What follows belongs to an exercise in optimizing a design on an open flow for small area; a production flow would make more cautious choices. In this exercise RTL edits were held to simulation tests only and were not proved equivalent to the original. No activity file was given, so power comes from the tool's default toggle rates.

==> flow/design.v <==
module regfile_mp_dec #(
  parameter int WORDS  = 32,
  parameter int ADDR_W = 5
) (
  input  logic              en_i,
  input  logic [ADDR_W-1:0] addr_i,
  output logic [WORDS-1:0]  dec_o
);
  for (genvar r = 0; r < WORDS; r++) begin : g_dec
    assign dec_o[r] = en_i && (addr_i == ADDR_W'(r));
  end
endmodule
module regfile_mp_dec_n #(
  parameter int WORDS  = 32,
  parameter int ADDR_W = 5
) (
  input  logic              en_i,
  input  logic [ADDR_W-1:0] addr_i,
  output logic [WORDS-1:0]  dec_n_o
);
  for (genvar r = 0; r < WORDS; r++) begin : g_dec
    assign dec_n_o[r] = !(en_i && (addr_i == ADDR_W'(r)));
  end
endmodule
module regfile_mp_nor #(
  parameter int N = 2
) (
  input  logic [N-1:0] a_i,
  output logic         y_o
);
  assign y_o = ~|a_i;
endmodule
module regfile_mp_wbit (
  input  logic s1_i,
  input  logic d1_i,
  input  logic s0_i,
  input  logic d0_i,
  input  logic h_i,
  input  logic q_i,
  output logic d_o
);
  assign d_o = (s1_i & d1_i) | (s0_i & d0_i) | (h_i & q_i);
endmodule
module regfile_mp_aoi3 #(
  parameter int N = 3
) (
  input  logic [N-1:0] sel_i,
  input  logic [N-1:0] d_i,
  output logic         y_n_o
);
  assign y_n_o = ~|(sel_i & d_i);
endmodule
module regfile_mp_aor #(
  parameter int N = 31
) (
  input  logic [N-1:0] sel_i,
  input  logic [N-1:0] d_i,
  output logic         y_o
);
  localparam int G = (N + 2) / 3;
  logic [G-1:0] grp_n;
  for (genvar g = 0; g < G; g++) begin : g_grp
    localparam int LO = 3 * g;
    localparam int NN = (N - LO < 3) ? N - LO : 3;
    regfile_mp_aoi3 #(.N(NN)) u_aoi (
      .sel_i(sel_i[LO +: NN]), .d_i(d_i[LO +: NN]), .y_n_o(grp_n[g]));
  end
  assign y_o = ~&grp_n;
endmodule
module regfile_mp #(
  parameter int WORDS    = 32,
  parameter int BITS     = 32,
  parameter int NUM_RD   = 2,
  parameter int NUM_WR   = 2,
  parameter int BYPASS   = 1,
  parameter int ZERO_REG = 1,
  parameter int ADDR_W   = $clog2(WORDS),
  parameter int LANES    = BITS / 8
) (
  input  logic                     clk,
  input  logic                     rst,
  input  logic [NUM_WR-1:0]        wr_en,
  input  logic [NUM_WR*ADDR_W-1:0] wr_addr,
  input  logic [NUM_WR*BITS-1:0]   wr_data,
  input  logic [NUM_WR*LANES-1:0]  wr_be,
  input  logic [NUM_RD*ADDR_W-1:0] rd_addr,
  output logic [NUM_RD*BITS-1:0]   rd_data,
  output logic [NUM_RD-1:0]        rd_busy,
  input  logic                     sb_set_en,
  input  logic [ADDR_W-1:0]        sb_set_addr,
  output logic [WORDS-1:0]         busy_vec
);
  logic [WORDS-1:0] wdec0_n, wdec1_n, sdec_n;
  regfile_mp_dec_n #(.WORDS(WORDS), .ADDR_W(ADDR_W)) u_wdec0 (
    .en_i(wr_en[0]), .addr_i(wr_addr[0 +: ADDR_W]), .dec_n_o(wdec0_n));
  regfile_mp_dec_n #(.WORDS(WORDS), .ADDR_W(ADDR_W)) u_wdec1 (
    .en_i(wr_en[1]), .addr_i(wr_addr[ADDR_W +: ADDR_W]), .dec_n_o(wdec1_n));
  regfile_mp_dec_n #(.WORDS(WORDS), .ADDR_W(ADDR_W)) u_sdec (
    .en_i(sb_set_en), .addr_i(sb_set_addr), .dec_n_o(sdec_n));
  logic [BITS-1:0] wd0, wd1;
  assign wd0 = wr_data[0 +: BITS];
  assign wd1 = wr_data[BITS +: BITS];
  logic             same_addr;
  logic [LANES-1:0] be0_eff;
  assign same_addr = wr_en[1] && (wr_addr[0 +: ADDR_W] == wr_addr[ADDR_W +: ADDR_W]);
  assign be0_eff   = wr_be[0 +: LANES] & ~({LANES{same_addr}} & wr_be[LANES +: LANES]);
  logic [LANES-1:0] be1_n, be0_n;
  assign be1_n = ~wr_be[LANES +: LANES];
  assign be0_n = ~be0_eff;
  logic [BITS-1:0]  mem_q [1:WORDS-1];
  logic [BITS-1:0]  mem_d [1:WORDS-1];
  logic [WORDS-1:1] vld_q, hit;
  logic [WORDS-1:1] busy_q;
  for (genvar r = 1; r < WORDS; r++) begin : g_reg
    logic vld_n;
    assign hit[r] = ~(wdec0_n[r] & wdec1_n[r]);
    assign vld_n  = ~vld_q[r];
    for (genvar b = 0; b < LANES; b++) begin : g_lane
      logic s1, s0, hold;
      regfile_mp_nor #(.N(2)) u_s1 (.a_i({wdec1_n[r], be1_n[b]}), .y_o(s1));
      regfile_mp_nor #(.N(2)) u_s0 (.a_i({wdec0_n[r], be0_n[b]}), .y_o(s0));
      regfile_mp_nor #(.N(3)) u_h  (.a_i({s1, s0, vld_n}), .y_o(hold));
      for (genvar i = b*8; i < b*8 + 8; i++) begin : g_bit
        regfile_mp_wbit u_wbit (
          .s1_i(s1), .d1_i(wd1[i]),
          .s0_i(s0), .d0_i(wd0[i]),
          .h_i(hold), .q_i(mem_q[r][i]),
          .d_o(mem_d[r][i]));
      end
    end
    always_ff @(posedge clk) begin
      mem_q[r] <= mem_d[r];
    end
    always_ff @(posedge clk or posedge rst) begin
      if (rst) begin
        vld_q[r]  <= 1'b0;
        busy_q[r] <= 1'b0;
      end else begin
        vld_q[r]  <= vld_q[r] | hit[r];
        busy_q[r] <= ~sdec_n[r] | (busy_q[r] & ~hit[r]);
      end
    end
  end
  assign busy_vec = {busy_q, 1'b0};
  for (genvar p = 0; p < NUM_RD; p++) begin : g_rd
    logic [ADDR_W-1:0] ra;
    logic [WORDS-1:0]  rdec;
    logic [WORDS-1:1]  sel, bsy;
    logic [BITS-1:0]   stored;
    logic              bh0, bh1, ok;
    assign ra = rd_addr[p*ADDR_W +: ADDR_W];
    regfile_mp_dec #(.WORDS(WORDS), .ADDR_W(ADDR_W)) u_rdec (
      .en_i(~rst), .addr_i(ra), .dec_o(rdec));
    assign sel = rdec[WORDS-1:1] & vld_q;
    for (genvar i = 0; i < BITS; i++) begin : g_bit
      logic [WORDS-1:1] col;
      for (genvar r = 1; r < WORDS; r++) begin : g_col
        assign col[r] = mem_q[r][i];
      end
      regfile_mp_aor #(.N(WORDS-1)) u_aor (
        .sel_i(sel), .d_i(col), .y_o(stored[i]));
    end
    assign bh0 = wr_en[0] && (wr_addr[0 +: ADDR_W] == ra);
    assign bh1 = wr_en[1] && (wr_addr[ADDR_W +: ADDR_W] == ra);
    assign ok  = !rst && (ra != '0);
    for (genvar b = 0; b < LANES; b++) begin : g_lane
      logic m1, m0, bs1, bs0, keep;
      assign m1   = bh1 & wr_be[LANES + b];
      assign m0   = bh0 & be0_eff[b];
      assign bs1  = ok & m1;
      assign bs0  = ok & m0;
      assign keep = ~m1 & ~m0;
      for (genvar i = b*8; i < b*8 + 8; i++) begin : g_bit
        regfile_mp_wbit u_rbit (
          .s1_i(bs1), .d1_i(wd1[i]),
          .s0_i(bs0), .d0_i(wd0[i]),
          .h_i(keep), .q_i(stored[i]),
          .d_o(rd_data[p*BITS + i]));
      end
    end
    assign bsy = busy_q & ~hit;
    regfile_mp_aor #(.N(WORDS-1)) u_baor (
      .sel_i(rdec[WORDS-1:1]), .d_i(bsy), .y_o(rd_busy[p]));
  end
endmodule
==> flow/config.mk <==
export PLATFORM = sky130hd
export DESIGN_NAME = regfile_mp
export DESIGN_NICKNAME = regfile_mp
export VERILOG_FILES = /design/flow/design.v
export SDC_FILE = /design/flow/constraint.sdc
export NUM_CORES = 4
export LEC_CHECK = 0
export CAP_MARGIN = 20
export CELL_PAD_IN_SITES_DETAIL_PLACEMENT = 1
export CELL_PAD_IN_SITES_GLOBAL_PLACEMENT = 1
export CORE_MARGIN = 2
export CORE_UTILIZATION = 30
export PLACE_DENSITY = 0.5
export SETUP_SLACK_MARGIN = 0.3
export SLEW_MARGIN = 20
export SYNTH_HIERARCHICAL = 1
export SYNTH_MINIMUM_KEEP_SIZE = 0
==> flow/constraint.sdc <==
create_clock -name core_clock -period 8.0 [get_ports {clk}]
set_input_delay 1.6000 -clock core_clock [delete_from_list [all_inputs] [get_ports {clk}]]
set_output_delay 1.6000 -clock core_clock [all_outputs]
set_load 0.01 [all_outputs]
standard.sh (not shown) runs the stock make flow with config.mk's settings and CLKGATE_MAP_FILE= SYNTH_SCRIPT=/design/flow/synth_recipe.tcl, a recipe that flattens the netlist after the stock synthesis.
==> flow/flow/run.sh <==
#!/bin/bash
# Own layout flow: the standard ORFS flow, with these changes:
#  - ports buffered with the smallest buffer (buf_1) instead of clkdlybuf4s50_1;
#  - clock tree built from clkbuf_8 (clusters of up to 24 sinks) without dummy loads.
# Everything else (synthesis, floorplan, power grid, placement, routing) is the
# standard flow. Each tool's output stays in its ORFS log under orfs/logs; the
# make output goes to flow_make.log.
set -euo pipefail
bash standard.sh \
  "BUFFER_PORTS_ARGS=-buffer_cell sky130_fd_sc_hd__buf_1" \
  "CTS_ARGS=-sink_clustering_enable -repair_clock_nets -dont_use_dummy_load -buf_list sky130_fd_sc_hd__clkbuf_8 -sink_clustering_size 24" \
  finish > flow_make.log 2>&1
==> next run, changes <==
--- a/flow/design.v
+++ b/flow/design.v
@@ -142,42 +142,19 @@
     end
   end
   assign busy_vec = {busy_q, 1'b0};
   for (genvar p = 0; p < NUM_RD; p++) begin : g_rd
-    logic [ADDR_W-1:0] ra;
-    logic [WORDS-1:0]  rdec;
-    logic [WORDS-1:1]  sel, bsy;
-    logic [BITS-1:0]   stored;
-    logic              bh0, bh1, ok;
-    assign ra = rd_addr[p*ADDR_W +: ADDR_W];
+    logic [WORDS-1:0] rdec;
+    logic [WORDS-1:1] bsy;
     regfile_mp_dec #(.WORDS(WORDS), .ADDR_W(ADDR_W)) u_rdec (
-      .en_i(~rst), .addr_i(ra), .dec_o(rdec));
-    assign sel = rdec[WORDS-1:1] & vld_q;
+      .en_i(~rst), .addr_i(rd_addr[p*ADDR_W +: ADDR_W]), .dec_o(rdec));
     for (genvar i = 0; i < BITS; i++) begin : g_bit
       logic [WORDS-1:1] col;
       for (genvar r = 1; r < WORDS; r++) begin : g_col
-        assign col[r] = mem_q[r][i];
+        assign col[r] = mem_d[r][i];
       end
       regfile_mp_aor #(.N(WORDS-1)) u_aor (
-        .sel_i(sel), .d_i(col), .y_o(stored[i]));
-    end
-    assign bh0 = wr_en[0] && (wr_addr[0 +: ADDR_W] == ra);
-    assign bh1 = wr_en[1] && (wr_addr[ADDR_W +: ADDR_W] == ra);
-    assign ok  = !rst && (ra != '0);
-    for (genvar b = 0; b < LANES; b++) begin : g_lane
-      logic m1, m0, bs1, bs0, keep;
-      assign m1   = bh1 & wr_be[LANES + b];
-      assign m0   = bh0 & be0_eff[b];
-      assign bs1  = ok & m1;
-      assign bs0  = ok & m0;
-      assign keep = ~m1 & ~m0;
-      for (genvar i = b*8; i < b*8 + 8; i++) begin : g_bit
-        regfile_mp_wbit u_rbit (
-          .s1_i(bs1), .d1_i(wd1[i]),
-          .s0_i(bs0), .d0_i(wd0[i]),
-          .h_i(keep), .q_i(stored[i]),
-          .d_o(rd_data[p*BITS + i]));
-      end
+        .sel_i(rdec[WORDS-1:1]), .d_i(col), .y_o(rd_data[p*BITS + i]));
     end
     assign bsy = busy_q & ~hit;
     regfile_mp_aor #(.N(WORDS-1)) u_baor (
       .sel_i(rdec[WORDS-1:1]), .d_i(bsy), .y_o(rd_busy[p]));
Utilization went up by 0.72 points.
Routed wire length went down by 7.9%.
Power went down by 2.3%.
Critical path depth went up by 1.
Non-clock buffer count went up by 80.
Register-to-register slack is better by 0.04 ns.
Via count went down by about 6%.
Synthesized area went down by about 3.4%.
Synthesized cell count went down by about 5%.
Final area went down by 1.1%.
Flip-flop and latch count is unchanged.

==> separate check: timing with driven ports <==
The flow's constraints put no driver on any port. The routed layouts listed below were extracted and timed again, unchanged, in two steps.
Step 1 assumes that a clkbuf_16 drives the clock port and a buf_2 every other input.
Step 2 adds t to the input delays and takes it off the output delays; t is the mean of the earliest and latest rising clock arrival at the registers after step 1. Input paths then give back, and output paths get back, about the clock's delay inside the block.
a / b / c = no drivers / after step 1 / after step 2; a / b = the first two.
run | t (ns) | setup slack, ns | worst hold slack (ns) | worst setup path after step 2
the first run | 1.059 | 0.344 / 0.311 / 0.311 | 0.509 / 0.509 / 0.509 | input to output
the second run | 1.027 | 0.231 / 0.191 / 0.191 | 0.492 / 0.492 / 0.492 | input to output
After both steps every run listed still meets setup and hold. For the second run, which loses most, drivers alone change the setup slack by -0.040 ns; drivers and shift together by -0.040 ns.
